This design comes from an exercise in tuning for small area and few clock cycles per item on the open sky130 flow, not from production work. Function was checked by simulation only, so behaviour that the tests miss may differ from the original. No activity file was given, so power comes from the tool's default toggle rates.

**design/flow/design.v**
```verilog
package bpq_pkg;
  localparam int DEPTH_DEF      = 16;
  localparam int DATA_WIDTH_DEF = 32;
  localparam int PRIO_WIDTH_DEF = 8;
  localparam int CAP_WIDTH   = 5;
  localparam int OCC_WIDTH   = 5;
  localparam int STAT_WIDTH  = 2;
  localparam int APB_AW      = 3;
  localparam int APB_DW      = 32;
  localparam logic [CAP_WIDTH-1:0] CAP_RESET = 5'd16;
  localparam logic [STAT_WIDTH-1:0] STATUS_OK        = 2'd0;
  localparam logic [STAT_WIDTH-1:0] STATUS_OVERFLOW  = 2'd1;
  localparam logic [STAT_WIDTH-1:0] STATUS_UNDERFLOW = 2'd2;
  localparam logic MODE_ENQ = 1'b0;
  localparam logic MODE_DEQ = 1'b1;
  localparam logic REG_CAPACITY = 1'b0;
  typedef struct packed {
    logic ins;
    logic del;
  } bpq_op_t;
endpackage
module bpq_regs (
  input  logic                          clk,
  input  logic                          rst,
  input  logic                          psel,
  input  logic                          penable,
  input  logic                          pwrite,
  input  logic [bpq_pkg::APB_AW-1:0]    paddr,
  input  logic [bpq_pkg::APB_DW-1:0]    pwdata,
  output logic [bpq_pkg::APB_DW-1:0]    prdata,
  output logic                          pready,
  output logic [bpq_pkg::CAP_WIDTH-1:0] capacity
);
  logic reg_sel;
  logic wr_beat;
  assign reg_sel = paddr[2];
  assign pready  = 1'b1;
  assign wr_beat = psel && penable && pwrite && pready;
  always_ff @(posedge clk) begin
    if (rst) begin
      capacity <= bpq_pkg::CAP_RESET;
    end else if (wr_beat && (reg_sel == bpq_pkg::REG_CAPACITY)) begin
      capacity <= pwdata[bpq_pkg::CAP_WIDTH-1:0];
    end
  end
  always_comb begin
    prdata = '0;
    if (reg_sel == bpq_pkg::REG_CAPACITY) begin
      prdata = {{(bpq_pkg::APB_DW-bpq_pkg::CAP_WIDTH){1'b0}}, capacity};
    end
  end
endmodule
module bpq_cell #(
  parameter int DATA_WIDTH = bpq_pkg::DATA_WIDTH_DEF,
  parameter int PRIO_WIDTH = bpq_pkg::PRIO_WIDTH_DEF
) (
  input  logic                  clk,
  input  bpq_pkg::bpq_op_t      op,
  input  logic                  valid,
  input  logic [DATA_WIDTH-1:0] new_data,
  input  logic [PRIO_WIDTH-1:0] new_prio,
  input  logic                  prev_ge,
  input  logic [DATA_WIDTH-1:0] prev_data,
  input  logic [PRIO_WIDTH-1:0] prev_prio,
  input  logic [DATA_WIDTH-1:0] next_data,
  input  logic [PRIO_WIDTH-1:0] next_prio,
  output logic                  ge,
  output logic [DATA_WIDTH-1:0] data,
  output logic [PRIO_WIDTH-1:0] prio
);
  logic [DATA_WIDTH-1:0] data_next;
  logic [PRIO_WIDTH-1:0] prio_next;
  assign ge = valid && (prio >= new_prio);
  always_comb begin
    data_next = data;
    prio_next = prio;
    if (op.ins && !ge) begin
      if (prev_ge) begin
        data_next = new_data;
        prio_next = new_prio;
      end else begin
        data_next = prev_data;
        prio_next = prev_prio;
      end
    end else if (op.del) begin
      data_next = next_data;
      prio_next = next_prio;
    end
  end
  always_ff @(posedge clk) begin
    data <= data_next;
    prio <= prio_next;
  end
endmodule
module bounded_priority_queue #(
  parameter int DEPTH      = bpq_pkg::DEPTH_DEF,
  parameter int DATA_WIDTH = bpq_pkg::DATA_WIDTH_DEF,
  parameter int PRIO_WIDTH = bpq_pkg::PRIO_WIDTH_DEF
) (
  input  logic                           clk,
  input  logic                           rst,
  input  logic                           start,
  output logic                           busy,
  input  logic                           mode,
  input  logic signed [DATA_WIDTH-1:0]   data_in,
  input  logic [PRIO_WIDTH-1:0]          priority_in,
  output logic                           done,
  output logic [bpq_pkg::STAT_WIDTH-1:0] status,
  output logic signed [DATA_WIDTH-1:0]   data_out,
  output logic [PRIO_WIDTH-1:0]          priority_out,
  output logic [bpq_pkg::OCC_WIDTH-1:0]  occupancy,
  input  logic                           psel,
  input  logic                           penable,
  input  logic                           pwrite,
  input  logic [bpq_pkg::APB_AW-1:0]     paddr,
  input  logic [bpq_pkg::APB_DW-1:0]     pwdata,
  output logic [bpq_pkg::APB_DW-1:0]     prdata,
  output logic                           pready
);
  localparam int CNT_WIDTH = $clog2(DEPTH + 1);
  logic [bpq_pkg::CAP_WIDTH-1:0]  capacity;
  logic                  cmd_valid;
  logic                  cmd_mode;
  logic [DATA_WIDTH-1:0] cmd_data;
  logic [PRIO_WIDTH-1:0] cmd_prio;
  logic [CNT_WIDTH-1:0]  count;
  logic [CNT_WIDTH-1:0]  count_next;
  logic                  full;
  logic                  empty;
  bpq_pkg::bpq_op_t               op;
  logic                  cell_valid [DEPTH];
  logic                  cell_ge    [DEPTH];
  logic [DATA_WIDTH-1:0] cell_data  [DEPTH];
  logic [PRIO_WIDTH-1:0] cell_prio  [DEPTH];
  logic [bpq_pkg::STAT_WIDTH-1:0] status_next;
  assign busy = 1'b0;
  bpq_regs u_regs (
    .clk      (clk),
    .rst      (rst),
    .psel     (psel),
    .penable  (penable),
    .pwrite   (pwrite),
    .paddr    (paddr),
    .pwdata   (pwdata),
    .prdata   (prdata),
    .pready   (pready),
    .capacity (capacity)
  );
  always_ff @(posedge clk) begin
    if (rst) begin
      cmd_valid <= 1'b0;
    end else begin
      cmd_valid <= start && !busy;
    end
  end
  always_ff @(posedge clk) begin
    cmd_mode <= mode;
    cmd_data <= data_in;
    cmd_prio <= priority_in;
  end
  assign full  = (32'(count) >= 32'(capacity)) || (32'(count) >= DEPTH);
  assign empty = (count == '0);
  always_comb begin
    op          = '0;
    status_next = bpq_pkg::STATUS_OK;
    count_next  = count;
    if (cmd_mode == bpq_pkg::MODE_ENQ) begin
      if (full) begin
        status_next = bpq_pkg::STATUS_OVERFLOW;
      end else begin
        op.ins     = cmd_valid;
        count_next = count + 1'b1;
      end
    end else begin
      if (empty) begin
        status_next = bpq_pkg::STATUS_UNDERFLOW;
      end else begin
        op.del     = cmd_valid;
        count_next = count - 1'b1;
      end
    end
  end
  genvar i;
  generate
    for (i = 0; i < DEPTH; i++) begin : g_slot
      logic                  p_ge;
      logic [DATA_WIDTH-1:0] p_data;
      logic [PRIO_WIDTH-1:0] p_prio;
      logic [DATA_WIDTH-1:0] n_data;
      logic [PRIO_WIDTH-1:0] n_prio;
      assign cell_valid[i] = (32'(count) > 32'(i));
      if (i == 0) begin : g_head
        assign p_ge   = 1'b1;
        assign p_data = cell_data[i];
        assign p_prio = cell_prio[i];
      end else begin : g_body
        assign p_ge   = cell_ge[i-1];
        assign p_data = cell_data[i-1];
        assign p_prio = cell_prio[i-1];
      end
      if (i == DEPTH-1) begin : g_tail
        assign n_data = cell_data[i];
        assign n_prio = cell_prio[i];
      end else begin : g_mid
        assign n_data = cell_data[i+1];
        assign n_prio = cell_prio[i+1];
      end
      bpq_cell #(
        .DATA_WIDTH (DATA_WIDTH),
        .PRIO_WIDTH (PRIO_WIDTH)
      ) u_cell (
        .clk       (clk),
        .op        (op),
        .valid     (cell_valid[i]),
        .new_data  (cmd_data),
        .new_prio  (cmd_prio),
        .prev_ge   (p_ge),
        .prev_data (p_data),
        .prev_prio (p_prio),
        .next_data (n_data),
        .next_prio (n_prio),
        .ge        (cell_ge[i]),
        .data      (cell_data[i]),
        .prio      (cell_prio[i])
      );
    end
  endgenerate
  always_ff @(posedge clk) begin
    if (rst) begin
      count <= '0;
      done  <= 1'b0;
    end else begin
      done <= cmd_valid;
      if (cmd_valid) begin
        count <= count_next;
      end
    end
  end
  always_ff @(posedge clk) begin
    status       <= status_next;
    occupancy    <= bpq_pkg::OCC_WIDTH'(count_next);
    data_out     <= op.del ? cell_data[0] : '0;
    priority_out <= op.del ? cell_prio[0] : '0;
  end
endmodule
```
**design/flow/run.sh**
```bash
#!/bin/bash
# synth_recipe.tcl (not shown) runs the flow's synth.tcl, then flattens the netlist and writes it again
# the make line also repeats each setting of config.mk as NAME=value (left out here)
make -C /OpenROAD-flow-scripts/flow DESIGN_CONFIG=/design/flow/config.mk WORK_HOME=/design/flow/orfs CLKGATE_MAP_FILE= SYNTH_SCRIPT=/design/flow/synth_recipe.tcl finish
```
**design/flow/config.mk**
```make
export PLATFORM = sky130hd
export DESIGN_NAME = bounded_priority_queue
export DESIGN_NICKNAME = bounded_priority_queue
export VERILOG_FILES = /design/flow/design.v
export SDC_FILE = /design/flow/constraint.sdc
export NUM_CORES = 4
export LEC_CHECK = 0
export CAP_MARGIN = 20
export CORE_MARGIN = 2
export CORE_UTILIZATION = 40
export SLEW_MARGIN = 20
```
**design/flow/constraint.sdc**
```tcl
create_clock -name core_clock -period 4.0 [get_ports {clk}]
set_input_delay 0.8000 -clock core_clock [delete_from_list [all_inputs] [get_ports {clk}]]
set_output_delay 0.8000 -clock core_clock [all_outputs]
set_load 0.01 [all_outputs]
```
==> Implementation_results.wiki <==
{| class="wikitable"
! Metric !! Value
|-
| Outcome || timing/DRC/antenna clean
|-
| Nets || 3536
|-
| Residual overflow from global routing || 0
|-
| Number of antenna cells inserted || 0
|-
| DRC Markers || 0
|-
| Crit-path max cell delay || 0.68 ns
|-
| Mapped Cells || 3300
|-
| Headroom to the max-slew limit || 39.0%
|-
| CTS HTree Levels || 3
|-
| Critical path launch point type || flop
|-
| Clock tree from TritonCTS || done
|-
| Min-delay worst type || flop to flop
|-
| Post-Route Setup TNS || 0 ns
|-
| Number of placed I/O pins || 164
|-
| Synth Area in Compound Gates || 10.7%
|-
| Die X || 313 µm
|-
| Count of buffers added by post-CTS timing repair for setup || 0
|-
| FILL cells || 8734
|-
| Post-cts sizing count || 0
|-
| Peak-usage layer in the global routing report || met1
|-
| CTS Root Buffer Type || sky130_fd_sc_hd__clkbuf_16
|-
| Wire length per cell || 18.5 µm
|-
| Flip-flop and latch count after synthesis || 740
|-
| Fraction of post-synthesis cell area in the top cell type by area || 50.2%
|-
| Fraction of the cycle the final worst path needs || 85.2%
|-
| Die height || 313 µm
|-
| Register clock-pin slew on the reported worst setup and hold paths || 0.06 ns
|-
| Slew Viols, Final || 0
|-
| CP max stage cell || sky130_fd_sc_hd__a211oi_1
|-
| Post-synth EDFFs || 640
|-
| Flip-flop cell with the highest count after synthesis || sky130_fd_sc_hd__edfxtp_1
|-
| Final critical path time including I/O delays and setup || 3.41 ns
|-
| Most used standard cells in the synthesized netlist || sky130_fd_sc_hd__edfxtp_1, sky130_fd_sc_hd__mux2i_1, sky130_fd_sc_hd__nand2_1
|-
| Met1 global-route usage || 27.0%
|-
| GR Layer Usage met3 || 2.34%
|-
| Top post-synthesis cells by area || sky130_fd_sc_hd__edfxtp_1, sky130_fd_sc_hd__mux2i_1, sky130_fd_sc_hd__o21ai_0
|-
| F_max || 294 MHz
|-
| Max IR drop VDD || 0.345 mV
|-
| Final weighted congestion in routability-driven placement || 0.826
|-
| Synthesized-area fraction occupied by adder cells || 4.48%
|-
| Overall power of the completed layout || 18.7 mW
|-
| Average vias per placed instance || 5.10
|-
| Synth Area in XOR/XNOR || 0.0229%
|-
| Number of rows in the core area || 113
|-
| Most common cell in the synthesized netlist || sky130_fd_sc_hd__edfxtp_1
|-
| Worst Setup End Kind || flop
|-
| Clock network latency to the later pin of the worst-skew pair || 0.63 ns
|-
| Worst-case clock skew || 0.0218 ns
|-
| Effective utilization at floorplan || 40.3%
|-
| Critical-path maximum fanout || 80
|-
| Clk buf depth || 3
|-
| Static Leak || 15.7 nW
|-
| DRT iter0 DRCs || 1736
|-
| Data required time at the worst endpoint || 4.31 ns
|-
| Hold Violations, Final || 0
|-
| Worst setup timing slack at the placement stage || 0.659 ns
|-
| Cell breakdown of the critical path || inv_1 > ha_1 > a211oi_1 > o21ai_0 > a211oi_1 > o21ai_4 > buf_4 > nand2_1 > o21ai_0
|-
| Post-synth top area cell || sky130_fd_sc_hd__edfxtp_1
|-
| Die footprint || 98200 µm²
|-
| Max-cap violation count || 0
|-
| Setup Crit Path Kind || flop to flop
|-
| Synthesis warning total || 8
|-
| Count of final setup violators || 0
|-
| Final Worst Setup Slack || 0.593 ns
|-
| Number of sinks on the clock net || 740
|-
| Core footprint || 94900 µm²
|-
| Number of global-route vias before repair || 23400
|-
| Simple logic cell fraction of the synthesized area || 8.19%
|-
| Total via count in the routed design || 23700
|-
| Hold-fix buffers, CTS || 0
|-
| Detailed-placement wirelength estimate || 59.2 mm
|-
| Largest net degree at the start of global routing || 81
|-
| Antenna violations before repair || 0
|-
| Global routing usage summed across all routing layers || 17.4%
|-
| Share of synthesized area spent on multiplexers || 17.2%
|-
| Length of the first detailed-routing pass in iterations || 5
|-
| Synthesized area divided by synthesized cell count || 11.6 µm²
|-
| Setup repair after global routing missed its margin || no
|-
| GRT met2 Usage || 25.6%
|-
| Number of unique standard cell types used by synthesis || 58
|-
| Share of the yosys chip area belonging to registers || 55.4%
|-
| Routed WL || 85.8 mm
|-
| Count of nets left with antenna violations after detail routing || 0
|-
| Area delta synth->final || 13.5%
|-
| Power per standard cell area || 432 nW/µm²
|-
| Cell area after technology mapping || 38300 µm²
|-
| Wire length of the first global-routing pass || 138 mm
|-
| Largest family of logic cells by synthesized area || multiplexers
|-
| Share of async-settable or async-resettable flops after synthesis || 0%
|-
| Pin slew with the least headroom to its limit || 0.915 ns
|-
| Share of cells above drive strength 1 || 11.2%
|-
| Number of buffers inserted during clock tree synthesis || 78
|-
| Fraction of the core area covered by cells at the end of the flow || 45.8%
|-
| Worst path arrival time || 3.72 ns
|-
| Count of port buffers added during placement || 105
|}
[placed cells by master, fill, tap and decap left out, drive strengths merged, types with 6 or more instances in the layout]
cell           count
and2              40
mux2i            564
ha               137
inv               41
a21oi             98
clkdlybuf4s50    105
nor2             154
dfxtp            100
clkbuf           115
nor2b             14
mux2              80
clkinv            19
a211oi            43
buf               74
bufinv             6
nand2b            11
conb              29
edfxtp           640
nand3              8
nand4             13
o21ai            524
nand2            517
[per-layer routing]
metal | up-vias | wire length (µm)
met3 | 73 | 3950
met1 | 11100 | 44500
met2 | 497 | 36100
li1 | 12000 | -
met4 | 0 | 1200
met5 | - | 0
[flip-flops by register name (all words and copies together), names as in the netlist]
register            flops
cmd_mode                1
occupancy               5
cmd_valid               1
g_slot.u_cell.prio    128
cmd_data               32
status                  2
done                    1
count                   5
data_out               32
u_regs.capacity         5
priority_out            8
cmd_prio                8
g_slot.u_cell.data    512
[per-stage QoR]
| stage | instance area, µm² | hold WS, ns | instances |
|---|---|---|---|
| CTS | 43400 | 0.482 | 4647 |
| finish | 43400 | 0.475 | 4647 |
| floorplan | 38400 | 0.435 | 3327 |
| detailed placement | 40800 | 0.460 | 4502 |
| global route | 43400 | 0.501 | 4647 |
| global placement | 40800 | 0.445 | 4502 |
[final cells by class]
type | count | area [µm²] | share of cell area (%)
Sequential cell | 740 | 21200 | 48.9
Clock buffer | 115 | 2260 | 5.22
Tap cell | 1265 | 1580 | 3.65
Multi-Input combinational cell | 2281 | 15900 | 36.6
Clock inverter | 30 | 358 | 0.824
Timing Repair Buffer | 179 | 1940 | 4.48
Inverter | 37 | 139 | 0.320
[cells by family (layout without fill, tap and decap cells)]
logic type               count (synthesis)  after routing
AND/OR/NAND/NOR                        768            768
other                                    2             29
buffers and inverters                  306            361
XOR/XNOR                                 1              1
flip-flops                             740            740
adder cells (fa/ha/maj)                137            137
multiplexers                           644            644
AO/OA/AOI/OAI                          702            702
[critical path: cells and delay by family, from the launching register on]
family | cells | cell delay, ns
AOI/OAI and AO/OA | 5 | 1.28
buffers and inverters | 2 | 0.74
adders and majority gates | 1 | 0.42
DFF | 1 | 0.33
and+or+nand+nor | 1 | 0.18
[final timing paths]
| path | startpoint | endpoint | slack [ns] | cells past startpoint |
|---|---|---|---|---|
| max | cmd_prio[3] | g_slot[1].u_cell.data[12] | 0.59 | 9 |
| min | g_slot[0].u_cell.data[17] | data_out[17] | 0.48 | 1 |
| max reg2reg | cmd_prio[3] | g_slot[1].u_cell.data[12] | 0.59 | 9 |
| min reg2reg | g_slot[0].u_cell.data[17] | data_out[17] | 0.48 | 1 |
[power breakdown]
part	switching, mW	internal (mW)	leakage, nW
Sequential	0.358	8.98	6.73
Clock	3.13	4.35	1.29
Combinational	1.16	0.764	7.68
Testbench counts, summed over its fixed seeds: cycles 12,016, commands 12,000.

-- port drivers added, routing unchanged --
Ports are ideal in the flow. The routed layout listed here was re-timed in OpenROAD.
Step 1 (the two cells are an assumption about what drives the block):
set clk [get_ports {clk}]
set_driving_cell -lib_cell sky130_fd_sc_hd__clkbuf_16 $clk
set_driving_cell -lib_cell sky130_fd_sc_hd__buf_2 [delete_from_list [all_inputs] $clk]
Step 2, shift: input delay + t, output delay - t, t = (earliest + latest rising clock arrival at the registers) / 2. This alone moves slack from input paths to output paths.
Three values: no drivers, after step 1, after step 2; two values: the first two.
t (ns): 0.688
setup WS [ns]: 0.593 / 0.593 / 0.593
worst hold slack (ns): 0.475 / 0.475 / 0.475
worst setup path at the end: register to register
After both steps setup and hold are still met in this run. The setup slack of this run moves by 0.000 ns with the drivers and by 0.000 ns with both steps.
